Source: an optimization exercise on an open RTL-to-GDS flow (aim: small area). Production flows keep margins and buffers that such runs may drop.
In this exercise RTL edits were held to simulation tests only and were not proved equivalent to the original.
No activity file was given, so power comes from the tool's default toggle rates.

$ cat design/flow/config.mk
export PLATFORM = sky130hd
export DESIGN_NAME = odd_pipe
export DESIGN_NICKNAME = odd_pipe
export VERILOG_FILES = /design/flow/design.v
export SDC_FILE = /design/flow/constraint.sdc
export NUM_CORES = 8
export LEC_CHECK = 0
export CAP_MARGIN = 0
export CORE_AREA = 5 5 255 255
export DIE_AREA = 0 0 260 260
export SLEW_MARGIN = 0
$ cat design/flow/flow/genrot.py
#!/usr/bin/env python3
# The permute unit's rotator, perm_rotator: ra rotated left by the sum of the
# level amounts D[j] whose sel[j] is set, then cleared where keepn is set.
#   genrot.py        the module as sky130 cells (for the layout flow): five
#                    o22ai levels (each a 2:1 select that inverts) and a last
#                    a221oi level that selects, inverts back and clears
#   genrot.py --rtl  the same module in plain SystemVerilog, and the table
#                    from shift amounts to level selects
# Six levels suffice because every amount the unit needs (bits 0..7 and
# multiples of 8 bits) is a sum of some of D modulo 128.
import sys

D = [16, 19, 32, 79, 113, 117]
K = len(D)
P = 'sky130_fd_sc_hd__'


def table():
    best = {}
    for mask in range(1 << K):
        s = sum(D[j] for j in range(K) if mask >> j & 1) % 128
        if s not in best or bin(mask).count('1') < bin(best[s]).count('1'):
            best[s] = mask
    return best


def rtl():
    b = table()
    o = ['// ra rotated left by the sum of D[j] over the set',
         f'// bits of sel, D = {D}, then cleared where keepn is set (written by',
         '// gen/genrot.py --rtl)',
         'module perm_rotator (',
         '    input  logic [127:0] ra,',
         f'    input  logic [{K - 1}:0]   sel,',
         '    input  logic [127:0] keepn,',
         '    output logic [127:0] y',
         ');']
    o.append('    logic [127:0] ' + ', '.join(f'l{j}' for j in range(K + 1)) + ';')
    o.append('    assign l0 = ra;')
    for j, d in enumerate(D):
        o.append(f'    assign l{j + 1} = sel[{j}] ? {{l{j}[{127 - d}:0], l{j}[127:{128 - d}]}} : l{j};')
    o.append(f'    assign y = l{K} & ~keepn;')
    o.append('endmodule')
    o.append('')
    o.append('// level selects for a rotation by nbits (1..7) or by 8 * nbytes')
    o.append(f'function automatic logic [{K - 1}:0] rot_sel(input logic [2:0] nbits, input logic [3:0] nbytes);')
    o.append('    if (nbits != 3\'d0)')
    o.append('        case (nbits)')
    for n in range(1, 8):
        o.append(f"            3'd{n}: rot_sel = {K}'d{b[n]};")
    o.append(f"            default: rot_sel = {K}'d0;")
    o.append('        endcase')
    o.append('    else')
    o.append('        case (nbytes)')
    for m in range(16):
        o.append(f"            4'd{m}: rot_sel = {K}'d{b[8 * m % 128]};")
    o.append(f"            default: rot_sel = {K}'d0;")
    o.append('        endcase')
    o.append('endfunction')
    return '\n'.join(o)


def cells():
    o = ['module perm_rotator (ra, sel, keepn, y);',
         '  input [127:0] ra;', f'  input [{K - 1}:0] sel;', '  input [127:0] keepn;',
         '  output [127:0] y;']
    cur = 'ra'
    for n, d in enumerate(D):
        last = n == K - 1
        nxt = 'y' if last else f'l{n}'
        if not last:
            o.append(f'  wire [127:0] {nxt};')
        o.append(f'  wire sn{n};')
        o.append(f'  {P}inv_1 si{n} (.A(sel[{n}]), .Y(sn{n}));')
        for i in range(128):
            a, b = f'{cur}[{(i - d) % 128}]', f'{cur}[{i}]'
            if not last:
                o.append(f'  {P}o22ai_1 m{n}_{i} (.A1({a}), .A2(sn{n}), .B1({b}), .B2(sel[{n}]), .Y({nxt}[{i}]));')
            else:
                o.append(f'  {P}a221oi_1 m{n}_{i} (.A1({a}), .A2(sel[{n}]), .B1({b}), .B2(sn{n}), '
                         f'.C1(keepn[{i}]), .Y(y[{i}]));')
        cur = nxt
    o.append('endmodule')
    return '\n'.join(o)


print(rtl() if '--rtl' in sys.argv else cells())
$ cat design/flow/standard.sh
#!/bin/bash
# synth_recipe.tcl (not shown) runs the flow's synth.tcl, then flattens the netlist and writes it again
# the make line also repeats each setting of config.mk as NAME=value (left out here)
make -C /OpenROAD-flow-scripts/flow DESIGN_CONFIG=/design/flow/config.mk WORK_HOME=/design/flow/orfs CLKGATE_MAP_FILE= SYNTH_SCRIPT=/design/flow/synth_recipe.tcl "${@:-finish}"
$ cat design/flow/flow/regcheck.py
#!/usr/bin/env python3
# Exit 0 when two netlists hold the same flip-flops: the same instance names,
# each of the same cell type.
# usage: regcheck.py A.v B.v
import re, sys

def regs(path):
    r = {}
    for m in re.finditer(r'^\s*(sky130_fd_sc_hd__(?:df|edf|sdf|dl)\w*)\s+(\S+)\s*\(', open(path).read(), re.M):
        r[m.group(2)] = m.group(1)
    return r

a, b = regs(sys.argv[1]), regs(sys.argv[2])
print(f'{len(a)} and {len(b)} registers')
if a != b:
    print('differ:', sorted(set(a.items()) ^ set(b.items()))[:10])
    sys.exit(1)
$ cat design/flow/design.v
module permute_unit (
    input  logic         reset,
    input  logic [4:0]   opcode,
    input  logic [127:0] ra,
    input  logic [7:0]   rb,
    input  logic [6:0]   i7,
    output logic         is_perm,
    output logic [127:0] value
);
    logic [2:0]   nbits;
    logic [4:0]   nbytes;
    logic         is_shift, is_rot, is_gbb, is_gbh, is_gb;
    logic [15:0]  keep_byte;
    logic [6:0]   keep_low;
    logic [127:0] keep;
    logic [127:0] rot;
    logic [15:0]  gather;
    function automatic logic [5:0] rot_sel(input logic [2:0] nbits, input logic [3:0] nbytes);
        if (nbits != 3'd0)
            case (nbits)
                3'd1: rot_sel = 6'd17;
                3'd2: rot_sel = 6'd14;
                3'd3: rot_sel = 6'd31;
                3'd4: rot_sel = 6'd18;
                3'd5: rot_sel = 6'd33;
                3'd6: rot_sel = 6'd52;
                3'd7: rot_sel = 6'd47;
                default: rot_sel = 6'd0;
            endcase
        else
            case (nbytes)
                4'd0: rot_sel = 6'd0;
                4'd1: rot_sel = 6'd34;
                4'd2: rot_sel = 6'd1;
                4'd3: rot_sel = 6'd35;
                4'd4: rot_sel = 6'd4;
                4'd5: rot_sel = 6'd38;
                4'd6: rot_sel = 6'd5;
                4'd7: rot_sel = 6'd39;
                4'd8: rot_sel = 6'd24;
                4'd9: rot_sel = 6'd58;
                4'd10: rot_sel = 6'd25;
                4'd11: rot_sel = 6'd59;
                4'd12: rot_sel = 6'd28;
                4'd13: rot_sel = 6'd62;
                4'd14: rot_sel = 6'd29;
                4'd15: rot_sel = 6'd63;
                default: rot_sel = 6'd0;
            endcase
    endfunction
    always_comb
    begin
        nbits    = 3'd0;
        nbytes   = 5'd0;
        is_shift = 1'b0;
        is_rot   = 1'b0;
        is_gbb   = 1'b0;
        is_gbh   = 1'b0;
        is_gb    = 1'b0;
        case (opcode)
            5'd1:   begin is_shift = 1'b1; nbits  = rb[2:0]; end
            5'd2:  begin is_shift = 1'b1; nbits  = i7[2:0]; end
            5'd3:   begin is_shift = 1'b1; nbytes = rb[4:0]; end
            5'd4:  begin is_shift = 1'b1; nbytes = i7[4:0]; end
            5'd5: begin is_shift = 1'b1; nbytes = rb[7:3]; end
            5'd6:   begin is_rot = 1'b1;   nbits  = rb[2:0]; end
            5'd7:  begin is_rot = 1'b1;   nbits  = i7[2:0]; end
            5'd8:   begin is_rot = 1'b1;   nbytes = {1'b0, rb[3:0]}; end
            5'd9:  begin is_rot = 1'b1;   nbytes = {1'b0, i7[3:0]}; end
            5'd10: begin is_rot = 1'b1;   nbytes = {1'b0, rb[6:3]}; end
            5'd11:      is_gbb = 1'b1;
            5'd12:      is_gbh = 1'b1;
            5'd13:       is_gb  = 1'b1;
            default: ;
        endcase
    end
    assign is_perm = ~reset & (is_shift | is_rot | is_gbb | is_gbh | is_gb);
    always_comb
    begin
        for (int j = 0; j < 16; j++)
            keep_byte[j] = ~reset & (is_rot | (is_shift & ({1'b0, 4'(j)} >= nbytes)));
        for (int i = 0; i < 7; i++)
            keep_low[i] = keep_byte[0] & (is_rot | (3'(i) >= nbits));
        for (int k = 0; k < 128; k++)
            keep[k] = keep_byte[k / 8];
        keep[6:0] = keep_low;
    end
    perm_rotator u_rot (
        .ra    (ra),
        .sel   (rot_sel(nbits, nbytes[3:0])),
        .keepn (~keep),
        .y     (rot)
    );
    always_comb
    begin
        gather = '0;
        for (int j = 0; j < 16; j++)
            gather[15 - j] = gather[15 - j] | (is_gbb & ra[120 - 8 * j]);
        for (int j = 0; j < 8; j++)
            gather[7 - j] = gather[7 - j] | (is_gbh & ra[112 - 16 * j]);
        for (int j = 0; j < 4; j++)
            gather[3 - j] = gather[3 - j] | (is_gb & ra[96 - 32 * j]);
        if (reset)
            gather = '0;
    end
    assign value = rot | {16'd0, gather, 96'd0};
endmodule
module perm_rotator (
    input  logic [127:0] ra,
    input  logic [5:0]   sel,
    input  logic [127:0] keepn,
    output logic [127:0] y
);
    logic [127:0] l0, l1, l2, l3, l4, l5, l6;
    assign l0 = ra;
    assign l1 = sel[0] ? {l0[111:0], l0[127:112]} : l0;
    assign l2 = sel[1] ? {l1[108:0], l1[127:109]} : l1;
    assign l3 = sel[2] ? {l2[95:0], l2[127:96]} : l2;
    assign l4 = sel[3] ? {l3[48:0], l3[127:49]} : l3;
    assign l5 = sel[4] ? {l4[14:0], l4[127:15]} : l4;
    assign l6 = sel[5] ? {l5[10:0], l5[127:11]} : l5;
    assign y = l6 & ~keepn;
endmodule
module branch_unit (
    input  logic         reset,
    input  logic [4:0]   opcode,
    input  logic [31:0]  rt_word,
    input  logic [15:0]  i16,
    input  logic [17:0]  pc,
    output logic         is_branch,
    output logic         is_link,
    output logic [17:0]  link,
    output logic         taken,
    output logic [17:0]  next_pc
);
    logic [17:0] relative_target;
    logic [17:0] absolute_target;
    logic [17:0] link_pc;
    logic        word_nz, half_nz;
    logic        op_rel, op_abs, op_cond, cond;
    assign relative_target = {pc[17:2] + i16, pc[1:0]};
    assign absolute_target = {i16, 2'b00};
    assign link_pc         = {pc[17:2] + 16'd1, pc[1:0]};
    assign word_nz = |rt_word;
    assign half_nz = |rt_word[15:0];
    always_comb
    begin
        is_branch = 1'b0;
        is_link   = 1'b0;
        op_rel    = 1'b0;
        op_abs    = 1'b0;
        op_cond   = 1'b0;
        cond      = 1'b0;
        case (opcode)
            5'd14:    begin is_branch = 1'b1; op_rel = 1'b1; end
            5'd15:   begin is_branch = 1'b1; op_abs = 1'b1; end
            5'd16:  begin is_branch = 1'b1; op_rel = 1'b1; is_link = 1'b1; end
            5'd17: begin is_branch = 1'b1; op_abs = 1'b1; is_link = 1'b1; end
            5'd18:  begin is_branch = 1'b1; op_cond = 1'b1; cond = word_nz; end
            5'd19:   begin is_branch = 1'b1; op_cond = 1'b1; cond = ~word_nz; end
            5'd20: begin is_branch = 1'b1; op_cond = 1'b1; cond = half_nz; end
            5'd21:  begin is_branch = 1'b1; op_cond = 1'b1; cond = ~half_nz; end
            default: ;
        endcase
        if (reset)
        begin
            is_branch = 1'b0;
            is_link   = 1'b0;
            op_rel    = 1'b0;
            op_abs    = 1'b0;
            op_cond   = 1'b0;
        end
    end
    assign taken = op_rel | op_abs | (op_cond & cond);
    assign link  = is_link ? link_pc : 18'd0;
    always_comb
    begin
        next_pc = '0;
        if (op_rel)
            next_pc = relative_target;
        else if (op_abs)
            next_pc = absolute_target;
        else if (op_cond)
            next_pc = cond ? {relative_target[17:2], 2'b00} : link_pc;
    end
endmodule
module entry_expand (
    input  logic [136:0] c,
    output logic [142:0] entry
);
    logic b, w, v;
    assign b = c[136];
    assign w = c[135];
    assign v = b | w;
    assign entry = {v, b, v, c[127:0], w, c[134:128], 1'b0, w & ~b, 1'b0, b};
endmodule
module reset_inv (
    input  logic reset,
    output logic rstn
);
    assign rstn = ~reset;
endmodule
module forward_chain (
    input  logic                    clock,
    input  logic                    reset,
    input  logic [136:0]            stage_d,    
    output logic [142:0]            fw_stage1,
    output logic [142:0]            fw_stage2,
    output logic [142:0]            fw_stage3,
    output logic [142:0]            fw_stage4,
    output logic [142:0]            fw_stage5,
    output logic [142:0]            fw_stage6,
    output logic [142:0]            fw_stage7,
    output logic [142:0]            result
);
    logic         rstn;
    logic [136:0] stage1_q;
    logic [136:0] stage2_qn;
    logic [136:0] stage3_q;
    logic [136:0] stage4_qn;
    logic [136:0] stage5_q;
    logic [136:0] stage6_qn;
    logic [136:0] stage7_q;
    logic [136:0] result_q;
    reset_inv u_rstn (.reset(reset), .rstn(rstn));
    always_ff @(posedge clock)
    begin
        stage1_q  <= stage_d;
        stage2_qn <= ~(stage1_q & {137{rstn}});
        stage3_q  <= ~(stage2_qn | {137{reset}});
        stage4_qn <= ~(stage3_q & {137{rstn}});
        stage5_q  <= ~(stage4_qn | {137{reset}});
        stage6_qn <= ~(stage5_q & {137{rstn}});
        stage7_q  <= ~(stage6_qn | {137{reset}});
        result_q  <= stage7_q & {137{rstn}};
    end
    entry_expand u_e1 (.c(stage1_q),   .entry(fw_stage1));
    entry_expand u_e2 (.c(~stage2_qn), .entry(fw_stage2));
    entry_expand u_e3 (.c(stage3_q),   .entry(fw_stage3));
    entry_expand u_e4 (.c(~stage4_qn), .entry(fw_stage4));
    entry_expand u_e5 (.c(stage5_q),   .entry(fw_stage5));
    entry_expand u_e6 (.c(~stage6_qn), .entry(fw_stage6));
    entry_expand u_e7 (.c(stage7_q),   .entry(fw_stage7));
    entry_expand u_e8 (.c(result_q),   .entry(result));
endmodule
module odd_pipe (
    input  logic         clock,
    input  logic         reset,
    input  logic [4:0]   issue_opcode,
    input  logic [127:0] issue_ra,
    input  logic [127:0] issue_rb,
    input  logic [127:0] issue_rt_data,
    input  logic [6:0]   issue_rt_address,
    input  logic [6:0]   issue_i7,
    input  logic [15:0]  issue_i16,
    input  logic [31:0]  issue_pc,
    output logic [142:0] fw_stage1,
    output logic [142:0] fw_stage2,
    output logic [142:0] fw_stage3,
    output logic [142:0] fw_stage4,
    output logic [142:0] fw_stage5,
    output logic [142:0] fw_stage6,
    output logic [142:0] fw_stage7,
    output logic [142:0] result,
    output logic         branch_taken,
    output logic [31:0]  next_pc
);
    logic         perm_b, perm_w;
    logic [127:0] perm_value;
    logic         br_b, br_w;
    logic [17:0]  br_link;
    logic         br_taken;
    logic [17:0]  br_next_pc;
    logic [136:0] stage1_d;
    logic         taken_q;
    logic [17:0]  next_pc_q;
    permute_unit u_permute (
        .reset    (reset),
        .opcode   (issue_opcode),
        .ra       (issue_ra),
        .rb       (issue_rb[7:0]),
        .i7       (issue_i7),
        .is_perm  (perm_w),
        .value    (perm_value)
    );
    branch_unit u_branch (
        .reset    (reset),
        .opcode   (issue_opcode),
        .rt_word  (issue_rt_data[127:96]),
        .i16      (issue_i16),
        .pc       (issue_pc[17:0]),
        .is_branch(br_b),
        .is_link  (br_w),
        .link     (br_link),
        .taken    (br_taken),
        .next_pc  (br_next_pc)
    );
    assign perm_b = 1'b0;
    always_comb
    begin
        stage1_d = {br_b, perm_w | br_w,
                    issue_rt_address & {7{perm_w | br_b}},
                    perm_value | {14'd0, br_link, 96'd0}};
    end
    always_ff @(posedge clock)
    begin
        taken_q   <= br_taken;
        next_pc_q <= br_next_pc;
    end
    assign branch_taken = taken_q;
    assign next_pc      = {14'd0, next_pc_q};
    forward_chain u_chain (
        .clock     (clock),
        .reset     (reset),
        .stage_d   (stage1_d),
        .fw_stage1 (fw_stage1),
        .fw_stage2 (fw_stage2),
        .fw_stage3 (fw_stage3),
        .fw_stage4 (fw_stage4),
        .fw_stage5 (fw_stage5),
        .fw_stage6 (fw_stage6),
        .fw_stage7 (fw_stage7),
        .result    (result)
    );
endmodule
$ cat design/flow/flow/swapmod.py
#!/usr/bin/env python3
# Replaces each module of NEW.v in a Verilog file with NEW.v's version.
# usage: swapmod.py DESIGN.v NEW.v > OUT.v
import re, sys
src = open(sys.argv[1]).read()
new = open(sys.argv[2]).read()
for m in re.finditer(r'^\s*module\s+(\w+)\b.*?^\s*endmodule\b', new, re.S | re.M):
    old = re.search(r'^\s*module\s+' + m.group(1) + r'\b.*?^\s*endmodule\b', src, re.S | re.M)
    if not old:
        sys.exit(f'module {m.group(1)} not found')
    src = src[:old.start()] + '\n' + m.group(0) + '\n' + src[old.end():]
sys.stdout.write(src)
$ cat design/flow/constraint.sdc
create_clock -name core_clock -period 8.0 [get_ports {clock}]
set_input_delay 1.6000 -clock core_clock [delete_from_list [all_inputs] [get_ports {clock}]]
set_output_delay 1.6000 -clock core_clock [all_outputs]
set_load 0.01 [all_outputs]
$ cat design/flow/flow/mkmap.py
#!/usr/bin/env python3
# Writes a techmap file that turns every combinational cell of a liberty
# file back into plain logic, from the cell's own function attributes.
# usage: mkmap.py LIBERTY OUT.v
import re, sys

txt = open(sys.argv[1]).read()
heads = list(re.finditer(r'\n\s*cell\s*\(\s*"?(\w+)"?\s*\)\s*\{', txt))
out = []
for k, m in enumerate(heads):
    body = txt[m.end():heads[k + 1].start() if k + 1 < len(heads) else len(txt)]
    if re.search(r'\b(ff|latch|statetable)\s*\(', body):
        continue
    pins = [(p.group(1), p.start()) for p in re.finditer(r'\n\s*pin\s*\(\s*"?(\w+)"?\s*\)', body)]
    ins, outs, ok = [], [], True
    for j, (p, s) in enumerate(pins):
        pb = body[s:pins[j + 1][1] if j + 1 < len(pins) else len(body)]
        d = re.search(r'direction\s*:\s*"?(\w+)"?', pb)
        if not d:
            continue
        if d.group(1) == 'input':
            ins.append(p)
        elif d.group(1) == 'output':
            f = re.search(r'\bfunction\s*:\s*"([^"]*)"', pb)
            if not f:
                ok = False
                break
            outs.append((p, f.group(1)))
        else:
            ok = False
    if not ok or not outs:
        continue

    def conv(f):
        f = f.replace('!', '~')
        f = re.sub(r'(\w)\s+(?=[\w(~])', r'\1&', f)
        f = re.sub(r'\)\s+(?=[\w(~])', ')&', f)
        return f.replace('*', '&').replace('+', '|')

    s = f"module {m.group(1)}({', '.join(ins + [o for o, _ in outs])});\n"
    s += ''.join(f"  input {p};\n" for p in ins)
    s += ''.join(f"  output {o};\n  assign {o} = {conv(f)};\n" for o, f in outs)
    out.append(s + "endmodule\n")
open(sys.argv[2], 'w').write('\n'.join(out))
$ cat design/flow/flow/run.sh
#!/bin/bash
# Layout flow:
#  2. the same synthesis again, with the rotator module swapped for a
#     cell-level version (flow/genrot.py) and the chain's reset inverter
#     for a single cell;
#  3. the rest of the combinational logic mapped again for area, those
#     cells and all registers left as they are;
#  4. the registers checked against the standard synthesis (same names and
#     cells), else the standard netlist is remapped instead;
#  5. the standard layout, with the smallest buffer on the ports, pins one
#     track apart and a clock tree without dummy loads.
# Each tool's output goes to its own log here.
set -euo pipefail
bash standard.sh synth > synth.log 2>&1

RES=orfs/results/sky130hd/odd_pipe/base
LIB=$FLOW_HOME/platforms/sky130hd/lib/sky130_fd_sc_hd__tt_025C_1v80.lib
cp $RES/1_2_yosys.v 1_2_yosys_standard.v

# 2. synthesis with the cell-level rotator
python3 flow/genrot.py > cells_struct.v
printf 'module reset_inv (reset, rstn);\n  input reset;\n  output rstn;\n  sky130_fd_sc_hd__inv_1 u (.A(reset), .Y(rstn));\nendmodule\n' >> cells_struct.v
python3 flow/swapmod.py design.v cells_struct.v > design_mine.v
sed "s#$PWD/design.v#$PWD/design_mine.v#" config.mk > config_mine.mk
sed "s#$PWD/config.mk#$PWD/config_mine.mk#g;s#$PWD/orfs#$PWD/orfs_mine#g" standard.sh > standard_mine.sh
bash standard_mine.sh synth > synth_mine.log 2>&1
MINE=orfs_mine/results/sky130hd/odd_pipe/base/1_2_yosys.v

# 3. area remap of the other combinational cells
python3 flow/mkmap.py $LIB cells_map.v > mkmap.log 2>&1
DU=""
for c in $(sed -n 's/^export DONT_USE_CELLS += *//p;/^ *sky130_fd_sc_hd__lpflow/p;/^ *sky130_fd_sc_hd__probe/p' $FLOW_HOME/platforms/sky130hd/config.mk | tr -d '\\'); do
  DU="$DU -dont_use $c"
done
printf 'set_driving_cell sky130_fd_sc_hd__buf_1\nset_load 5\n' > abc.constr
remap() {
  cat > remap_$3.ys <<EOT
read_liberty -lib $LIB
read_verilog $1
hierarchy -top $FLOW_TOP
select -set keep c:u_permute.u_rot.* c:u_chain.u_rstn.*
techmap -map cells_map.v c:* @keep %d
techmap
opt -purge
abc -script $PWD/flow/remap.abc -liberty $LIB $DU -constr $PWD/abc.constr -D 8000
opt_clean -purge
splitnets
opt_clean -purge
hilomap -singleton -hicell sky130_fd_sc_hd__conb_1 HI -locell sky130_fd_sc_hd__conb_1 LO
insbuf -buf sky130_fd_sc_hd__buf_1 A X
opt_clean -purge
write_verilog -noattr -nohex -nodec $2
EOT
  yosys -s remap_$3.ys > remap_$3.log 2>&1
}

# 4. keep the cell-level rotator only if the registers match the standard ones
if remap $MINE remapped_mine.v mine && python3 flow/regcheck.py 1_2_yosys_standard.v remapped_mine.v > regcheck.log 2>&1; then
  cp remapped_mine.v $RES/1_2_yosys.v
else
  remap 1_2_yosys_standard.v remapped_standard.v standard
  python3 flow/regcheck.py 1_2_yosys_standard.v remapped_standard.v > regcheck_standard.log 2>&1
  cp remapped_standard.v $RES/1_2_yosys.v
fi
rm -f $RES/1_synth.odb

# 5. layout
export BUFFER_PORTS_ARGS="-buffer_cell sky130_fd_sc_hd__buf_1"
export CTS_ARGS="-sink_clustering_enable -repair_clock_nets -dont_use_dummy_load -buf_list {sky130_fd_sc_hd__clkbuf_8} -sink_clustering_size 20 -sink_clustering_max_diameter 40"
export PLACE_PINS_ARGS="-min_distance 1 -min_distance_in_tracks"
bash standard.sh finish > layout.log 2>&1
$ cat design/flow/flow/remap.abc
strash
ifraig
dc2
dch -f
amap -m -F 4 -A 10
strash
dch -f
amap -m -F 4 -A 10
topo
==> results of run 1 <==
stage by stage:
step,hold WS [ns],total power [mW]
after global routing,0.306,10.8
after floorplan,0.389,6.87
after global placement,0.359,7.74
after detailed placement,0.363,7.73
after CTS,0.297,10.4
final,0.297,10.5
routing by layer:
layer | global-route usage | share of wire | up-vias
li1 | - | - | 15700
met1 | 0.499 | 0.34 | 16600
met2 | 0.649 | 0.43 | 2886
met3 | 0.192 | 0.15 | 708
met4 | 0.321 | 0.088 | 16
met5 | 0.0132 | 0.00090 | -
cell usage in the layout, fill, tap and decap left out, drive strengths merged, types with 2 or more instances in the layout:
master	instances
conb	30
o221a	2
nor2b	149
a311oi	3
a31oi	12
a21oi	24
o221ai	14
nand4	3
nand2	458
nor2	476
o21bai	3
a221oi	129
or2	7
clkbuf	104
dfxtp	1115
o21ai	66
clkinv	474
a21o	3
o21a	4
diode	20
inv	4
a22oi	19
nor4	8
o22ai	657
a222oi	6
buf	1409
nand3	4
nor3	5
worst paths after layout:
kind	start	endpoint	slack (ns)	cells after the start
worst max-delay path	issue_opcode[2]	u_chain.stage1_q[105]$_DFF_P_	1.18	17
worst min-delay path	u_chain.stage1_q[80]$_DFF_P_	u_chain.stage2_qn[80]$_DFF_P_	0.30	1
worst max register to register	u_chain.stage7_q[104]$_DFF_P_	u_chain.result_q[104]$_DFF_P_	7.01	1
worst min register to register	u_chain.stage1_q[80]$_DFF_P_	u_chain.stage2_qn[80]$_DFF_P_	0.30	1
flip-flops by register name, indices dropped and copies added, names as in the netlist:
name / cells
u_chain.result_q: 137
taken_q: 1
u_chain.stage6_qn: 137
u_chain.stage2_qn: 137
u_chain.stage3_q: 137
u_chain.stage4_qn: 137
u_chain.stage7_q: 137
u_chain.stage5_q: 137
next_pc_q: 18
u_chain.stage1_q: 137
power groups by stage:
stage | Combinational (mW) | Clock [mW] | Sequential, mW
2_1_floorplan | 0.905 | 0 | 5.97
3_3_place_gp | 1.79 | 0 | 5.95
3_5_place_dp | 1.77 | 0 | 5.96
4_1_cts | 1.78 | 2.83 | 5.83
5_1_grt | 1.92 | 3.06 | 5.85
6_report | 1.89 | 2.82 | 5.84
layout make-up:
| type | count | area (um2) | area share |
|---|---|---|---|
| Sequential cell | 1115 | 22300 | 0.516 |
| Multi-Input combinational cell | 2091 | 11100 | 0.256 |
| Timing Repair Buffer | 1410 | 5550 | 0.128 |
| Inverter | 479 | 1830 | 0.0424 |
| Clock buffer | 103 | 1420 | 0.0327 |
| Tap cell | 837 | 1050 | 0.0242 |
| Antenna cell | 20 | 50.0 | 0.00116 |
==> results.json, run 1 <==
{
  "result_of_the_run": "no timing/DRC/antenna violations",
  "drt_iter0_drc": 5151,
  "dr_total_vias": 35900,
  "switching_power_share_of_the_total": 0.305,
  "die_h_um": 260,
  "hold_buffers": 0,
  "postLayoutSetupSlackWorst_ns": 1.18,
  "timing.clock.skew_ns": 0.100,
  "slew_violations": 0,
  "stdcell_area_um2": 43300,
  "instances_no_fill": 6055,
  "ctsResizeCount": 0,
  "drt-wirelength-per-cell_um": 26.3,
  "top_level_ports": 1630,
  "route.detailed.drc": 0,
  "cts_inserted_buffers": 103,
  "detailedPlacementHpwl_mm": 125,
  "path_delay_family": "compound AO/OA/AOI/OAI gates",
  "share_of_layout_cells_above_drive_strength_1": 0.0321,
  "worst_setup_path_type": "in2reg",
  "fmax_mhz": 147,
  "synthesis.yosys.warnings": 4,
  "placed_cells_incl_taps": 5932,
  "place_area_um2": 41800,
  "grt_setup_unrepaired": "false",
  "syn_area_per_cell_um2": 9.49,
  "crit_path_frequent_cell": "o22ai_1",
  "crit_buf_inv": 5,
  "critPathMaxFanout": 96,
  "htree_num_levels": 3,
  "cellPowerDensity_nw_per_um2": 244,
  "number_of_buffers_added_for_setup_after_cts": 0,
  "leakage_nw": 16.0,
  "vdd.ir_drop.worst_mv": 0.212,
  "drt_pass1_iterations": 31,
  "tightest_slew_ns": 1.17,
  "clock_path_buffers": 3,
  "syn-cell-area_um2": 35200,
  "finalCritPeriodShare": 0.853,
  "tritoncts_num_sinks": 1115,
  "critical_path.endpoint_type": "register",
  "pwr-share-comb": 0.179,
  "wirelength_mm": 159,
  "clkPwrFrac": 0.267,
  "preCtsSetupSlack_ns": 0.984,
  "globalRouteOverflowTotal": 0,
  "cell_internal_pwr_mw": 7.33,
  "min-delay-path-class": "reg2reg",
  "floorplan.initialDensity": 0.569,
  "syn_inst": 3710,
  "final_critical_path_required_period_ns": 6.82,
  "maxCapViolCount": 0,
  "layout.nets": 5653,
  "worst_skew_pair.late_latency_ns": 0.70,
  "setup-tns-final_ns": 0,
  "antenna_violating_nets_post_route": 0,
  "critical_path.max_stage_delay_ns": 0.87,
  "cts_tree": "built",
  "placement.io_buffers": 1367,
  "grt_pass1_wl_mm": 219,
  "maximum_number_of_pins_on_one_net_before_global_route_repair": 201,
  "worst-endpoint-required_ns": 8.56,
  "dieArea_um2": 67600,
  "die_x_um": 260,
  "floorplan.core_area_um2": 61800,
  "finalSetupViolCount": 0,
  "crit_path_cell_trace": "buf_1 > clkinv_8 > nor2_4 > a22oi_1 > o22ai_1 > clkinv_1 > o21ai_4 > clkinv_2 > buf_12 > o22ai_1 > o22ai_1 > o22ai_1 > o22ai_1 > o22ai_1 > a221oi_1 > a31oi_1 > o21ai_0",
  "root_buffer": "clkbuf_8",
  "cp_data_arrival_time_ns": 7.38,
  "slew-limit-headroom": 0.215,
  "setup_crit_start_kind": "input port",
  "place.gp.congestion": 1.09,
  "power_frac_seq": 0.554,
  "overall_global_routing_usage": 0.437,
  "route.detailed.vias_per_inst": 5.94,
  "critical-path-slowest-cell": "o21ai_4",
  "netSwitchingPower_mw": 3.22,
  "finalHoldViolations": 0,
  "postLayoutCoreUtil": 0.700,
  "clock_transition_at_path_regs_ns": 0.10,
  "antenna_violations_before_repair": 21,
  "first_global_vias": 32900,
  "n_fill_cell": 4656,
  "syn2layout_area_growth_pct": 23.0,
  "rows": 91
}
==> run 2: changes to the inputs <==
--- a/design/flow/design.v
+++ b/design/flow/design.v
@@ -195,10 +195,4 @@
     assign entry = {v, b, v, c[127:0], w, c[134:128], 1'b0, w & ~b, 1'b0, b};
 endmodule
-module reset_inv (
-    input  logic reset,
-    output logic rstn
-);
-    assign rstn = ~reset;
-endmodule
 module forward_chain (
     input  logic                    clock,
@@ -214,33 +208,33 @@
     output logic [142:0]            result
 );
-    logic         rstn;
     logic [136:0] stage1_q;
     logic [136:0] stage2_qn;
-    logic [136:0] stage3_q;
+    logic [136:0] stage3_qn;
     logic [136:0] stage4_qn;
-    logic [136:0] stage5_q;
+    logic [136:0] stage5_qn;
     logic [136:0] stage6_qn;
-    logic [136:0] stage7_q;
-    logic [136:0] result_q;
-    reset_inv u_rstn (.reset(reset), .rstn(rstn));
+    logic [136:0] stage7_qn;
+    logic [136:0] result_qn;
+    logic [8:2]   invalid;
     always_ff @(posedge clock)
     begin
         stage1_q  <= stage_d;
-        stage2_qn <= ~(stage1_q & {137{rstn}});
-        stage3_q  <= ~(stage2_qn | {137{reset}});
-        stage4_qn <= ~(stage3_q & {137{rstn}});
-        stage5_q  <= ~(stage4_qn | {137{reset}});
-        stage6_qn <= ~(stage5_q & {137{rstn}});
-        stage7_q  <= ~(stage6_qn | {137{reset}});
-        result_q  <= stage7_q & {137{rstn}};
+        stage2_qn <= ~stage1_q;
+        stage3_qn <= stage2_qn;
+        stage4_qn <= stage3_qn;
+        stage5_qn <= stage4_qn;
+        stage6_qn <= stage5_qn;
+        stage7_qn <= stage6_qn;
+        result_qn <= stage7_qn;
+        invalid   <= {invalid[7:2], 1'b0} | {7{reset}};
     end
-    entry_expand u_e1 (.c(stage1_q),   .entry(fw_stage1));
-    entry_expand u_e2 (.c(~stage2_qn), .entry(fw_stage2));
-    entry_expand u_e3 (.c(stage3_q),   .entry(fw_stage3));
-    entry_expand u_e4 (.c(~stage4_qn), .entry(fw_stage4));
-    entry_expand u_e5 (.c(stage5_q),   .entry(fw_stage5));
-    entry_expand u_e6 (.c(~stage6_qn), .entry(fw_stage6));
-    entry_expand u_e7 (.c(stage7_q),   .entry(fw_stage7));
-    entry_expand u_e8 (.c(result_q),   .entry(result));
+    entry_expand u_e1 (.c(stage1_q), .entry(fw_stage1));
+    entry_expand u_e2 (.c(~(stage2_qn | {137{invalid[2]}})), .entry(fw_stage2));
+    entry_expand u_e3 (.c(~(stage3_qn | {137{invalid[3]}})), .entry(fw_stage3));
+    entry_expand u_e4 (.c(~(stage4_qn | {137{invalid[4]}})), .entry(fw_stage4));
+    entry_expand u_e5 (.c(~(stage5_qn | {137{invalid[5]}})), .entry(fw_stage5));
+    entry_expand u_e6 (.c(~(stage6_qn | {137{invalid[6]}})), .entry(fw_stage6));
+    entry_expand u_e7 (.c(~(stage7_qn | {137{invalid[7]}})), .entry(fw_stage7));
+    entry_expand u_e8 (.c(~(result_qn | {137{invalid[8]}})), .entry(result));
 endmodule
 module odd_pipe (
--- a/design/flow/flow/run.sh
+++ b/design/flow/flow/run.sh
@@ -2,12 +2,12 @@
 # Layout flow:
 #  2. the same synthesis again, with the rotator module swapped for a
-#     cell-level version (flow/genrot.py) and the chain's reset inverter
-#     for a single cell;
-#  3. the rest of the combinational logic mapped again for area, those
-#     cells and all registers left as they are;
+#     cell-level version (flow/genrot.py);
+#  3. the rest of the combinational logic mapped again for area, the
+#     rotator's cells and all registers left as they are;
 #  4. the registers checked against the standard synthesis (same names and
 #     cells), else the standard netlist is remapped instead;
 #  5. the standard layout, with the smallest buffer on the ports, pins one
-#     track apart and a clock tree without dummy loads.
+#     track apart (the clock pin placed first, with room around it:
+#     flow/pins.tcl) and a clock tree without dummy loads.
 # Each tool's output goes to its own log here.
 set -euo pipefail
@@ -20,5 +20,4 @@
 # 2. synthesis with the cell-level rotator
 python3 flow/genrot.py > cells_struct.v
-printf 'module reset_inv (reset, rstn);\n  input reset;\n  output rstn;\n  sky130_fd_sc_hd__inv_1 u (.A(reset), .Y(rstn));\nendmodule\n' >> cells_struct.v
 python3 flow/swapmod.py design.v cells_struct.v > design_mine.v
 sed "s#$PWD/design.v#$PWD/design_mine.v#" config.mk > config_mine.mk
@@ -39,5 +38,5 @@
 read_verilog $1
 hierarchy -top $FLOW_TOP
-select -set keep c:u_permute.u_rot.* c:u_chain.u_rstn.*
+select -set keep c:u_permute.u_rot.*
 techmap -map cells_map.v c:* @keep %d
 techmap
@@ -68,4 +67,5 @@
 export BUFFER_PORTS_ARGS="-buffer_cell sky130_fd_sc_hd__buf_1"
 export CTS_ARGS="-sink_clustering_enable -repair_clock_nets -dont_use_dummy_load -buf_list {sky130_fd_sc_hd__clkbuf_8} -sink_clustering_size 20 -sink_clustering_max_diameter 40"
-export PLACE_PINS_ARGS="-min_distance 1 -min_distance_in_tracks"
+export PLACE_PINS_ARGS="-min_distance 1 -min_distance_in_tracks -corner_avoidance 6"
+export PRE_IO_PLACEMENT_TCL=$PWD/flow/pins.tcl
 bash standard.sh finish > layout.log 2>&1
==> design/flow/flow/pins.tcl (new file) <==
# Before pin placement: the clock pin goes to the middle of the left edge and
# no other pin comes within 6 um of it, since the clock net is routed with
# wider spacing than the pins one track apart would leave.
set block [ord::get_db_block]
set dbu [$block getDbUnitsPerMicron]
set h [expr {[[$block getDieArea] dy] / double($dbu)}]
set y [expr {round($h / 2.0)}]
place_pin -pin_name clock -layer met3 -location [list 0 $y] -pin_size {0.8 0.3} -force_to_die_boundary
set ::env(PLACE_PINS_ARGS) "$::env(PLACE_PINS_ARGS) -exclude left:[expr {$y - 6}]-[expr {$y + 6}]"
==> design/flow/config.mk (replaced) <==
export PLATFORM = sky130hd
export DESIGN_NAME = odd_pipe
export DESIGN_NICKNAME = odd_pipe
export VERILOG_FILES = /design/flow/design.v
export SDC_FILE = /design/flow/constraint.sdc
export NUM_CORES = 8
export LEC_CHECK = 0
export CAP_MARGIN = 20
export CORE_AREA = 5 5 295 295
export DIE_AREA = 0 0 300 300
export SLEW_MARGIN = 20
==> run 2 against run 1 <==
Hold slack worse by 0.053 ns; worst setup slack improved by 0.18 ns; clock power rose by 7.8%; die area rose by 33%; critical endpoint is now u_chain.stage1_q[101]$_DFF_P_; critical path type unchanged; synthesized cell count is 7.6% lower; first-iteration DRC count decreased by 23%; highest routed layer unchanged; via count fell by 4.8%; utilization down 19 points; synthesized area is 3.5% lower.
==> results.json, run 2 <==
{
  "wirelength_mm": 167,
  "synthesis.yosys.warnings": 4,
  "r2r_start": "u_chain.invalid[7]$_DFF_P_",
  "clock_transition_at_path_regs_ns": 0.09,
  "cts_inserted_buffers": 117,
  "grt_pass1_wl_mm": 229,
  "hold_path_depth": 0,
  "slew-limit-headroom": 0.159,
  "final_common_cell": "buf_1",
  "finalCritPeriodShare": 0.830,
  "worst_skew_pair.late_latency_ns": 0.77,
  "globalRouteOverflowTotal": 0,
  "rows": 106,
  "pwr-share-comb": 0.160,
  "hold_end": "u_chain.stage3_qn[86]$_DFF_P_",
  "antenna_violating_nets_post_route": 0,
  "netSwitchingPower_mw": 3.35,
  "worst-endpoint-required_ns": 8.57,
  "holdCritStartpoint": "u_chain.stage2_qn[86]$_DFF_P_",
  "slew_violations": 0,
  "critical_path.endpoint_type": "register",
  "timing.clock.skew_ns": 0.116,
  "drt-wirelength-per-cell_um": 27.5,
  "cp_data_arrival_time_ns": 7.21,
  "drt_pass1_iterations": 8,
  "result_of_the_run": "no timing/DRC/antenna violations",
  "setup_crit_start_kind": "input port",
  "die_h_um": 300,
  "ctsResizeCount": 0,
  "overall_global_routing_usage": 0.345,
  "syn_area_per_cell_um2": 9.91,
  "cts_tree": "built",
  "top_level_ports": 1629,
  "min-delay-path-class": "reg2reg",
  "power_frac_seq": 0.567,
  "syn_inst": 3429,
  "antenna_violations_before_repair": 47,
  "drt_iter0_drc": 3984,
  "postLayoutCoreUtil": 0.512,
  "htree_num_levels": 3,
  "floorplan.core_area_um2": 83600,
  "cell_internal_pwr_mw": 7.79,
  "layout.nets": 5398,
  "detailedPlacementHpwl_mm": 132,
  "cellPowerDensity_nw_per_um2": 261,
  "maxCapViolCount": 0,
  "first_global_vias": 32100,
  "reg2regPathDepth": 2,
  "die_x_um": 300,
  "switching_power_share_of_the_total": 0.301,
  "number_of_buffers_added_for_setup_after_cts": 0,
  "setup-tns-final_ns": 0,
  "tightest_slew_ns": 1.25,
  "hold_buffers": 0,
  "share_of_layout_cells_above_drive_strength_1": 0.0409,
  "route.detailed.drc": 0,
  "place.gp.congestion": 1.06,
  "route.detailed.vias_per_inst": 5.65,
  "dieArea_um2": 90000,
  "finalHoldViolations": 0,
  "worst_setup_path_type": "in2reg",
  "placement.io_buffers": 1367,
  "leakage_nw": 14.8,
  "total_power_mw": 11.1,
  "worst_r2r_endpoint": "u_chain.invalid[8]$_DFF_P_",
  "fmax_mhz": 151,
  "floorplan.initialDensity": 0.407,
  "tritoncts_num_sinks": 1122,
  "timing.reg2reg.setup_slack_ns": 6.25,
  "final_cell_mix": "1367 x buf_1, 1115 x dfxtp_1, 1008 x nor2_1",
  "clkPwrFrac": 0.272,
  "root_buffer": "clkbuf_8",
  "final_critical_path_required_period_ns": 6.64,
  "clock_path_buffers": 3,
  "syn-cell-area_um2": 34000,
  "grt_setup_unrepaired": "false",
  "critPathMaxFanout": 45,
  "vdd.ir_drop.worst_mv": 0.142,
  "dr_total_vias": 34200,
  "syn2layout_area_growth_pct": 25.8,
  "maximum_number_of_pins_on_one_net_before_global_route_repair": 129,
  "finalSetupViolCount": 0
}
[run 2: worst max-delay path by stage]
stage | cells past startpoint | slack, ns | end | from
floorplan | 14 | -0.77 | u_chain.stage1_q[97]$_DFF_P_ | issue_opcode[1]
global placement | 19 | 0.78 | u_chain.stage1_q[101]$_DFF_P_ | issue_opcode[2]
detailed placement | 19 | 0.80 | u_chain.stage1_q[101]$_DFF_P_ | issue_opcode[2]
CTS | 19 | 1.60 | u_chain.stage1_q[101]$_DFF_P_ | issue_opcode[2]
global route | 19 | 1.14 | u_chain.stage1_q[109]$_DFF_P_ | issue_opcode[2]
finish | 19 | 1.36 | u_chain.stage1_q[101]$_DFF_P_ | issue_opcode[2]
[run 2: power by group through the flow]
| stage | registers (mW) | clock network [mW] | logic, mW |
|---|---|---|---|
| 6_report | 6.32 | 3.04 | 1.79 |
| 2_1_floorplan | 6.39 | 0 | 0.856 |
| 4_1_cts | 6.32 | 3.12 | 1.69 |
| 5_1_grt | 6.37 | 3.34 | 1.81 |
| 3_5_place_dp | 6.44 | 0 | 1.68 |
| 3_3_place_gp | 6.43 | 0 | 1.70 |
[run 2: per-stage QoR]
stage / setup slack, ns / hold slack (ns) / instance area, um2 / cells
2_1_floorplan: -0.766 / 0.331 / 34200 / 3458
6_report: 1.36 / 0.245 / 42800 / 6061
5_1_grt: 1.14 / 0.240 / 42700 / 6055
3_3_place_gp: 0.781 / 0.332 / 41000 / 5905
4_1_cts: 1.60 / 0.238 / 42600 / 6022
3_5_place_dp: 0.799 / 0.335 / 41000 / 5905
[run 2: per-layer routing]
metal  track usage  vias up  wire length, um
met5             0        -              108
met4         0.219       16            13000
met2         0.519     2430            70200
met3         0.131      592            20600
li1              -    15300                -
met1         0.415    15900            63000
[run 2: layout make-up]
class / instances / area, um2
Multi-Input combinational cell: 2072 / 10800
Antenna cell: 38 / 95.1
Sequential cell: 1122 / 22500
Tap cell: 1080 / 1350
Timing Repair Buffer: 1422 / 5640
Inverter: 210 / 818
Clock buffer: 117 / 1610
Fill cell: 8215 / 40800
[run 2: critical path, stage by stage]
cell      delay, ns
buf_1          0.44
clkinv_8       0.13
nor2_1         0.23
clkinv_1       0.14
nor2_1         0.23
clkinv_1       0.18
o22ai_1        0.35
a222oi_1       0.22
o21ai_4        0.14
clkinv_2       0.57
buf_4          0.46
o22ai_1        0.45
o22ai_1        0.21
o22ai_1        0.47
o22ai_1        0.21
o22ai_1        0.44
a221oi_1       0.28
a31oi_1        0.25
o221ai_1       0.16
==> run 3: changes to the inputs <==
--- a/design/flow/config.mk
+++ b/design/flow/config.mk
@@ -7,5 +7,5 @@
 export LEC_CHECK = 0
 export CAP_MARGIN = 20
-export CORE_AREA = 5 5 295 295
-export DIE_AREA = 0 0 300 300
+export CORE_AREA = 5 5 255 255
+export DIE_AREA = 0 0 260 260
 export SLEW_MARGIN = 20
==> run 3 against run 2 <==
Fmax shrank 3.6%; worst setup slack lost 0.25 ns; sequential power grew 0.8%; hold slack lost 0.0020 ns; critical endpoint is now u_chain.stage1_q[99]$_DFF_P_; largest power group unchanged; highest routed layer unchanged.
==> results.json, run 3 <==
{
  "crit_path_frequent_cell": "o22ai_1",
  "floorplan.initialDensity": 0.550,
  "postLayoutSetupSlackWorst_ns": 1.11,
  "instances_no_fill": 5774,
  "drt_pass1_iterations": 12,
  "antenna_violating_nets_post_route": 0,
  "placed_cells_incl_taps": 5646,
  "top_level_ports": 1629,
  "die_x_um": 260,
  "place.gp.congestion": 1.08,
  "setup-tns-final_ns": 0,
  "antenna_violations_before_repair": 45,
  "floorplan.core_area_um2": 61800,
  "clkPwrFrac": 0.261,
  "switching_power_share_of_the_total": 0.303,
  "rows": 91,
  "grt_setup_unrepaired": "false",
  "syn_inst": 3429,
  "power_frac_seq": 0.582,
  "grt_pass1_wl_mm": 236,
  "syn-cell-area_um2": 34000,
  "critical_path.endpoint_type": "register",
  "number_of_buffers_added_for_setup_after_cts": 0,
  "clock_path_buffers": 3,
  "critPathMaxFanout": 114,
  "maxCapViolCount": 0,
  "reg2regPathDepth": 3,
  "fin_hold_ws_ns": 0.243,
  "setup_crit_start_kind": "input port",
  "cts_tree": "built",
  "dr_total_vias": 36000,
  "cp_data_arrival_time_ns": 7.39,
  "final_critical_path_required_period_ns": 6.89,
  "critical-path-slowest-cell": "o22ai_1",
  "ctsResizeCount": 0,
  "vdd.ir_drop.worst_mv": 0.214,
  "finalHoldViolations": 0,
  "route.detailed.drc": 0,
  "stdcell_area_um2": 42100,
  "critical_path.max_stage_delay_ns": 0.63,
  "first_global_vias": 33600,
  "synthesis.yosys.warnings": 4,
  "cellPowerDensity_nw_per_um2": 260,
  "overall_global_routing_usage": 0.479,
  "finalSetupViolCount": 0,
  "result_of_the_run": "no timing/DRC/antenna violations",
  "hold_path_depth": 0,
  "die_h_um": 260,
  "tightest_slew_ns": 1.20,
  "netSwitchingPower_mw": 3.32,
  "route.detailed.vias_per_inst": 6.23,
  "slew-limit-headroom": 0.196,
  "maximum_number_of_pins_on_one_net_before_global_route_repair": 129,
  "root_buffer": "clkbuf_8",
  "preCtsSetupSlack_ns": 1.10,
  "cts_inserted_buffers": 102,
  "htree_num_levels": 3,
  "worst_setup_path_type": "in2reg",
  "drt_iter0_drc": 5901,
  "final_common_cell": "buf_1",
  "tritoncts_num_sinks": 1122,
  "final_cell_mix": "1367 x buf_1, 1115 x dfxtp_1, 1008 x nor2_1",
  "n_fill_cell": 4833,
  "dieArea_um2": 67600,
  "layout.nets": 5368,
  "crit_path_cell_trace": "buf_1 > clkinv_8 > nor2_1 > clkinv_1 > nor2_1 > clkinv_1 > o22ai_1 > a222oi_1 > o21ai_4 > clkinv_2 > buf_12 > o22ai_1 > o22ai_1 > o22ai_1 > o22ai_1 > o22ai_1 > a221oi_1 > a31oi_1 > o311ai_1",
  "drt-wirelength-per-cell_um": 30.0,
  "timing.clock.skew_ns": 0.141,
  "detailedPlacementHpwl_mm": 133,
  "cell_internal_pwr_mw": 7.63,
  "fmax_mhz": 145,
  "min-delay-path-class": "reg2reg",
  "syn2layout_area_growth_pct": 23.8,
  "finalCritPeriodShare": 0.862,
  "placement.io_buffers": 1367,
  "place_area_um2": 40600,
  "worst_skew_pair.late_latency_ns": 0.77,
  "pwr-share-comb": 0.158,
  "hold_buffers": 0,
  "share_of_layout_cells_above_drive_strength_1": 0.0342,
  "leakage_nw": 14.6,
  "clock_transition_at_path_regs_ns": 0.11,
  "globalRouteOverflowTotal": 0,
  "wirelength_mm": 173,
  "syn_area_per_cell_um2": 9.91,
  "worst-endpoint-required_ns": 8.50,
  "slew_violations": 0
}
## run 3: per-stage QoR
stage          utilization  power, mW
5_1_grt              0.680       11.2
6_report             0.681       10.9
3_3_place_gp         0.657       8.04
2_1_floorplan            -       7.24
3_5_place_dp         0.657       8.06
4_1_cts              0.679       10.8
## run 3: critical path, delay by kind of cell
kind | cells | cell delay (ns)
buf+inv | 6 | 1.55
compound gates | 11 | 3.69
simple gates | 2 | 0.48
## run 3: area by class of cell
type,instances,area [um2],area share
antenna,24,60.1,0.00143
clock buffer,102,1400,0.0334
inverter,210,818,0.0194
multi-input combinational,2072,10700,0.255
sequential,1122,22500,0.534
tap,837,1050,0.0249
timing repair buffer,1407,5540,0.132
## run 3: worst paths after layout
kind                                      start  slack (ns)                            end
setup / recovery                issue_opcode[2]        1.11   u_chain.stage1_q[99]$_DFF_P_
hold / removal    u_chain.stage2_qn[11]$_DFF_P_        0.24  u_chain.stage3_qn[11]$_DFF_P_
setup reg to reg     u_chain.invalid[3]$_DFF_P_        5.86     u_chain.invalid[4]$_DFF_P_
hold reg to reg   u_chain.stage2_qn[11]$_DFF_P_        0.24  u_chain.stage3_qn[11]$_DFF_P_
## run 3: metal layers
| metal | vias to the layer above | wire length (um) | track usage |
|---|---|---|---|
| met5 | - | 220 | 0.0365 |
| met3 | 857 | 28000 | 0.241 |
| met4 | 34 | 15500 | 0.322 |
| met1 | 16600 | 57100 | 0.539 |
| li1 | 15200 | - | - |
| met2 | 3285 | 72300 | 0.710 |
## run 3: power groups by stage
stage	logic, mW	clock network (mW)	registers (mW)
after global placement	1.61	0	6.44
after floorplan	0.856	0	6.39
after CTS	1.60	2.84	6.35
final	1.73	2.85	6.37
after global routing	1.75	3.07	6.40
after detailed placement	1.59	0	6.47
==> run 4: changes to the inputs <==
--- a/design/flow/flow/run.sh
+++ b/design/flow/flow/run.sh
@@ -66,5 +66,5 @@
 # 5. layout
 export BUFFER_PORTS_ARGS="-buffer_cell sky130_fd_sc_hd__buf_1"
-export CTS_ARGS="-sink_clustering_enable -repair_clock_nets -dont_use_dummy_load -buf_list {sky130_fd_sc_hd__clkbuf_8} -sink_clustering_size 20 -sink_clustering_max_diameter 40"
+export CTS_ARGS="-sink_clustering_enable -repair_clock_nets -dont_use_dummy_load -buf_list {sky130_fd_sc_hd__clkbuf_4} -sink_clustering_size 10 -sink_clustering_max_diameter 30"
 export PLACE_PINS_ARGS="-min_distance 1 -min_distance_in_tracks -corner_avoidance 6"
 export PRE_IO_PLACEMENT_TCL=$PWD/flow/pins.tcl
==> run 4 against run 3 <==
Still clean on timing, DRC and antenna; non-clock buffer count up 1; wire length fell by 0.46%; design area decreased by 0.52%; worst setup slack better by 0.44 ns; combinational power barely moved; critical path depth unchanged; sequential share of layout area rose by 0.28 points; cell count is 0.88% higher; critical endpoint is now u_chain.stage1_q[101]$_DFF_P_; highest routed layer unchanged.
==> results.json, run 4 <==
{
  "result_of_the_run": "no timing/DRC/antenna violations",
  "hold_path_depth": 0,
  "share_of_layout_cells_above_drive_strength_1": 0.0455,
  "first_global_vias": 34000,
  "finalSetupViolCount": 0,
  "antenna_violations_before_repair": 40,
  "floorplan.initialDensity": 0.550,
  "place_area_um2": 40600,
  "crit_path_cell_trace": "buf_1 > clkinv_8 > nor2_1 > clkinv_1 > nor2_1 > clkinv_1 > o22ai_1 > a222oi_1 > o21ai_4 > clkinv_2 > buf_12 > o22ai_1 > o22ai_1 > o22ai_1 > o22ai_1 > o22ai_1 > a221oi_1 > a31oi_1 > o221ai_1",
  "worst_skew_pair.late_latency_ns": 1.04,
  "vdd.ir_drop.worst_mv": 0.195,
  "area_taken_by_multi_input_logic_gates_um2": 10700,
  "number_of_buffers_added_for_setup_after_cts": 0,
  "synthesis.yosys.warnings": 4,
  "grt_setup_unrepaired": "false",
  "reg2regPathDepth": 3,
  "worst_setup_path_type": "in2reg",
  "maxCapViolCount": 0,
  "critPathMaxFanout": 114,
  "crit_path_frequent_cell": "o22ai_1",
  "antenna_violating_nets_post_route": 0,
  "syn_area_per_cell_um2": 9.91,
  "stdcell_area_um2": 41900,
  "critical_path.endpoint_type": "register",
  "grt_pass1_wl_mm": 236,
  "final_cell_mix": "1367 x buf_1, 1115 x dfxtp_1, 1008 x nor2_1",
  "root_buffer": "clkbuf_4",
  "die_h_um": 260,
  "cts_inserted_buffers": 159,
  "worst-endpoint-required_ns": 8.74,
  "floorplan.core_area_um2": 61800,
  "die_x_um": 260,
  "critical-path-slowest-cell": "o22ai_1",
  "r2r_start": "u_chain.invalid[3]$_DFF_P_",
  "final_common_cell": "buf_1",
  "rows": 91,
  "detailedPlacementHpwl_mm": 133,
  "cts_tree": "built",
  "drt_iter0_drc": 5611,
  "holdCritStartpoint": "u_chain.stage3_qn[47]$_DFF_P_",
  "worst_r2r_endpoint": "u_chain.invalid[4]$_DFF_P_",
  "tritoncts_num_sinks": 1122,
  "clock_path_buffers": 3,
  "placed_cells_incl_taps": 5646,
  "syn-cell-area_um2": 34000,
  "route.detailed.drc": 0,
  "cp_data_arrival_time_ns": 7.19,
  "fmax_mhz": 155,
  "ff_latch_area_um2": 22500,
  "n_fill_cell": 4888,
  "place.gp.congestion": 1.08,
  "placement.io_buffers": 1367,
  "route.detailed.vias_per_inst": 6.20,
  "layout.nets": 5426,
  "min-delay-path-class": "reg2reg",
  "globalRouteOverflowTotal": 0,
  "slew-limit-headroom": 0.199,
  "critical_path.max_stage_delay_ns": 0.57,
  "timing.reg2reg.setup_slack_ns": 5.78,
  "maximum_number_of_pins_on_one_net_before_global_route_repair": 129,
  "hold_buffers": 0,
  "dr_total_vias": 36100,
  "drt_pass1_iterations": 9,
  "syn2layout_area_growth_pct": 23.2,
  "postLayoutSetupSlackWorst_ns": 1.55,
  "total_power_mw": 10.7,
  "clock_transition_at_path_regs_ns": 0.10,
  "top_level_ports": 1629,
  "timing.clock.skew_ns": 0.114,
  "wirelength_mm": 172,
  "final_critical_path_required_period_ns": 6.45,
  "slew_violations": 0,
  "ctsResizeCount": 0,
  "postLayoutCoreUtil": 0.677,
  "finalHoldViolations": 0,
  "syn_inst": 3429,
  "setup_crit_start_kind": "input port",
  "drt-wirelength-per-cell_um": 29.6,
  "leakage_nw": 14.6,
  "hold_end": "u_chain.stage4_qn[47]$_DFF_P_",
  "tightest_slew_ns": 1.19,
  "preCtsSetupSlack_ns": 1.10,
  "overall_global_routing_usage": 0.480,
  "path_delay_family": "compound AO/OA/AOI/OAI gates",
  "htree_num_levels": 4,
  "finalCritPeriodShare": 0.806,
  "instances_no_fill": 5825,
  "cellPowerDensity_nw_per_um2": 256,
  "crit_buf_inv": 6,
  "dieArea_um2": 67600
}
-- run 4: cell types whose count changed in the layout (fill, tap and decap cells not counted), sizes merged --
cell    delta
clkbuf    +58
diode      -7
-- run 4: layer usage --
metal	wire, um	track usage	share of wire	vias up
met5	255	0.00804	0.0015	-
met4	15900	0.349	0.092	42
met3	28700	0.261	0.17	871
met2	71200	0.694	0.41	3201
met1	56300	0.534	0.33	16700
li1	-	-	-	15300
-- run 4: worst max-delay path by stage --
stage	start	endpoint	slack, ns	cells past startpoint
3_3_place_gp	issue_opcode[2]	u_chain.stage1_q[109]$_DFF_P_	1.07	19
3_5_place_dp	issue_opcode[2]	u_chain.stage1_q[101]$_DFF_P_	1.10	19
2_1_floorplan	issue_opcode[1]	u_chain.stage1_q[97]$_DFF_P_	-0.77	14
6_report	issue_opcode[2]	u_chain.stage1_q[101]$_DFF_P_	1.55	19
4_1_cts	issue_opcode[2]	u_chain.stage1_q[101]$_DFF_P_	2.07	19
5_1_grt	issue_opcode[2]	u_chain.stage1_q[101]$_DFF_P_	1.55	19
-- run 4: metrics by stage --
step	TNS, ns	hold WS (ns)
final	0	0.261
after global routing	0	0.250
after CTS	0	0.240
after detailed placement	0	0.335
after global placement	0	0.332
after floorplan	-77.75	0.331
-- run 4: layout make-up --
type                            instances  share of cell area
Tap cell                              837              0.0250
Timing Repair Buffer                 1408               0.132
Inverter                              210              0.0195
Clock buffer                          159              0.0285
Antenna cell                           17             0.00102
Multi-Input combinational cell       2072               0.256
Sequential cell                      1122               0.537
-- run 4: worst reg2reg max path: cells and delay by family (launching register included) --
kind	cells	cell delay (ns)
buffers and inverters	2	1.36
DFF	1	0.63
and+or+nand+nor	1	0.22
-- run 4: where the power goes --
group	internal (mW)	total [mW]	switching (mW)
combinational	0.445	1.72	1.28
sequential	6.05	6.36	0.311
clock	0.909	2.64	1.73
total	7.41	10.7	3.32
==> run 5: changes to the inputs <==
--- a/design/flow/flow/run.sh
+++ b/design/flow/flow/run.sh
@@ -66,5 +66,5 @@
 # 5. layout
 export BUFFER_PORTS_ARGS="-buffer_cell sky130_fd_sc_hd__buf_1"
-export CTS_ARGS="-sink_clustering_enable -repair_clock_nets -dont_use_dummy_load -buf_list {sky130_fd_sc_hd__clkbuf_4} -sink_clustering_size 10 -sink_clustering_max_diameter 30"
+export CTS_ARGS="-sink_clustering_enable -repair_clock_nets -dont_use_dummy_load -buf_list {sky130_fd_sc_hd__clkbuf_8} -sink_clustering_size 16 -sink_clustering_max_diameter 60"
 export PLACE_PINS_ARGS="-min_distance 1 -min_distance_in_tracks -corner_avoidance 6"
 export PRE_IO_PLACEMENT_TCL=$PWD/flow/pins.tcl
==> run 5 against run 4 <==
Clock power about the same; via count decreased by 0.65%; combinational power about the same; count of clock-buffer cells in the layout decreased by 74; design area about the same; cell count decreased by 1.2%; fmax decreased by 6.1%; first-iteration DRC count increased by 9.4%; non-clock buffer count unchanged; die area unchanged; global-route usage decreased by 0.40 points; largest power group unchanged; highest routed layer unchanged.
==> results.json, run 5 <==
{
  "pwr-share-comb": 0.161,
  "floorplan.initialDensity": 0.550,
  "hold_buffers": 0,
  "drt-wirelength-per-cell_um": 29.9,
  "detailedPlacementHpwl_mm": 133,
  "timing.clock.skew_ns": 0.0979,
  "clkPwrFrac": 0.246,
  "n_fill_cell": 4853,
  "placement.io_buffers": 1367,
  "route.detailed.drc": 0,
  "synthesis.yosys.warnings": 4,
  "switching_power_share_of_the_total": 0.305,
  "vdd.ir_drop.worst_mv": 0.201,
  "rows": 91,
  "overall_global_routing_usage": 0.476,
  "cell_internal_pwr_mw": 7.45,
  "final_critical_path_required_period_ns": 6.87,
  "cts_tree": "built",
  "cellPowerDensity_nw_per_um2": 256,
  "timing.reg2reg.setup_slack_ns": 5.77,
  "power_frac_seq": 0.593,
  "dr_total_vias": 35900,
  "critical_path.endpoint_type": "register",
  "htree_num_levels": 3,
  "tritoncts_num_sinks": 1122,
  "share_of_layout_cells_above_drive_strength_1": 0.0312,
  "grt_setup_unrepaired": "false",
  "route.detailed.vias_per_inst": 6.24,
  "number_of_buffers_added_for_setup_after_cts": 0,
  "final_common_cell": "buf_1",
  "tightest_slew_ns": 1.21,
  "wirelength_mm": 172,
  "first_global_vias": 33300,
  "hold_end": "u_chain.stage7_qn[119]$_DFF_P_",
  "dieArea_um2": 67600,
  "floorplan.core_area_um2": 61800,
  "maximum_number_of_pins_on_one_net_before_global_route_repair": 129,
  "netSwitchingPower_mw": 3.28,
  "syn-cell-area_um2": 34000,
  "slew-limit-headroom": 0.189,
  "clock_path_buffers": 3,
  "die_x_um": 260,
  "cts_inserted_buffers": 85,
  "final_cell_mix": "1367 x buf_1, 1115 x dfxtp_1, 1008 x nor2_1",
  "antenna_violations_before_repair": 37,
  "maxCapViolCount": 0,
  "slew_violations": 0,
  "hold_path_depth": 0,
  "root_buffer": "clkbuf_8",
  "reg2regPathDepth": 3,
  "layout.nets": 5352,
  "fin_hold_ws_ns": 0.297,
  "grt_pass1_wl_mm": 234,
  "finalCritPeriodShare": 0.859,
  "antenna_violating_nets_post_route": 0,
  "clock_transition_at_path_regs_ns": 0.10,
  "die_h_um": 260,
  "placed_cells_incl_taps": 5646,
  "syn_area_per_cell_um2": 9.91,
  "holdCritStartpoint": "u_chain.stage6_qn[119]$_DFF_P_",
  "launch_point_of_the_critical_path": "issue_opcode[2]",
  "drt_pass1_iterations": 8,
  "worst_skew_pair.late_latency_ns": 0.73,
  "r2r_start": "u_chain.invalid[3]$_DFF_P_",
  "worst-endpoint-required_ns": 8.51,
  "instances_no_fill": 5756,
  "syn2layout_area_growth_pct": 23.1,
  "min-delay-path-class": "reg2reg",
  "finalSetupViolCount": 0,
  "worst_setup_path_type": "in2reg",
  "critPathMaxFanout": 114,
  "worst_r2r_endpoint": "u_chain.invalid[4]$_DFF_P_",
  "ctsResizeCount": 0,
  "finalHoldViolations": 0,
  "result_of_the_run": "no timing/DRC/antenna violations",
  "setup_crit_start_kind": "input port",
  "fmax_mhz": 146,
  "syn_inst": 3429,
  "cp_data_arrival_time_ns": 7.38,
  "globalRouteOverflowTotal": 0,
  "drt_iter0_drc": 6140,
  "place.gp.congestion": 1.08,
  "top_level_ports": 1629,
  "leakage_nw": 14.5
}
-- run 5: power groups by stage --
stage / clock, mW / combinational [mW] / sequential [mW]
finish: 2.64 / 1.73 / 6.36
floorplan: 0 / 0.856 / 6.39
global placement: 0 / 1.61 / 6.44
CTS: 2.63 / 1.60 / 6.34
global route: 2.85 / 1.74 / 6.39
detailed placement: 0 / 1.59 / 6.47
-- run 5: critical path: stages --
cell	delay, ns
buf_1	0.46
clkinv_8	0.13
nor2_1	0.24
clkinv_1	0.15
nor2_1	0.23
clkinv_1	0.15
o22ai_1	0.33
a222oi_1	0.31
o21ai_4	0.34
clkinv_2	0.37
buf_12	0.31
o22ai_1	0.44
o22ai_1	0.20
o22ai_1	0.45
o22ai_1	0.17
o22ai_1	0.62
a221oi_1	0.35
a31oi_1	0.30
o311ai_1	0.17
-- run 5: layout make-up --
class | instances | area, um2 | area share
antenna | 22 | 55.1 | 0.00132
clock buffer | 85 | 1170 | 0.0279
inverter | 210 | 818 | 0.0195
multi-input combinational | 2072 | 10700 | 0.256
sequential | 1122 | 22500 | 0.537
tap | 837 | 1050 | 0.0250
timing repair buffer | 1408 | 5540 | 0.132
-- run 5: per-stage QoR --
| stage | utilization | cell area (um2) | setup TNS (ns) | power (mW) | setup WS [ns] |
|---|---|---|---|---|---|
| after floorplan | - | 34200 | -77.75 | 7.24 | -0.766 |
| after global placement | 0.657 | 40600 | 0 | 8.04 | 1.07 |
| after detailed placement | 0.657 | 40600 | 0 | 8.06 | 1.10 |
| after CTS | 0.675 | 41800 | 0 | 10.6 | 1.77 |
| after global routing | 0.676 | 41800 | 0 | 11.0 | 1.10 |
| final | 0.677 | 41900 | 0 | 10.7 | 1.13 |
-- run 5: routing by layer --
layer	up-vias	share of wire	GRT usage
li1	15100	-	-
met1	16700	0.34	0.549
met2	3163	0.42	0.706
met3	898	0.16	0.228
met4	32	0.087	0.311
met5	-	0.0013	0.0205
-- run 5: worst max-delay path by stage --
stage,endpoint,slack [ns],cells after the start
floorplan,u_chain.stage1_q[97]$_DFF_P_,-0.77,14
global placement,u_chain.stage1_q[109]$_DFF_P_,1.07,19
detailed placement,u_chain.stage1_q[101]$_DFF_P_,1.10,19
CTS,u_chain.stage1_q[101]$_DFF_P_,1.77,19
global route,u_chain.stage1_q[99]$_DFF_P_,1.10,19
finish,u_chain.stage1_q[99]$_DFF_P_,1.13,19

[separate check: timing with driven ports]
Ports are ideal in the flow. The routed layouts listed here were re-timed in OpenROAD.
Step 1 (the two cells are an assumption about what drives the block):
set clk [get_ports {clock}]
set_driving_cell -lib_cell sky130_fd_sc_hd__clkbuf_16 $clk
set_driving_cell -lib_cell sky130_fd_sc_hd__buf_2 [delete_from_list [all_inputs] $clk]
Step 2 adds t to the input delays and takes it off the output delays; t is the mean of the earliest and latest rising clock arrival at the registers after step 1. Input paths then give back, and output paths get back, about the clock's delay inside the block.
Three values: ideal, step 1, step 2; two values: the first two.
run	shift t [ns]	setup slack, ns	latest minus earliest clock arrival (ns)
run 1	0.748	1.177 / 1.163 / 0.415	0.164 / 0.163
run 2	0.771	1.357 / 1.316 / 0.545	0.151 / 0.151
run 3	0.746	1.108 / 1.056 / 0.310	0.175 / 0.175
run 4	1.010	1.550 / 1.497 / 0.487	0.160 / 0.160
run 5	0.730	1.129 / 1.086 / 0.356	0.128 / 0.128
After both steps setup and hold are still met in every run listed. For run 4, which loses most, drivers alone change the setup slack by -0.053 ns; drivers and shift together by -1.063 ns.
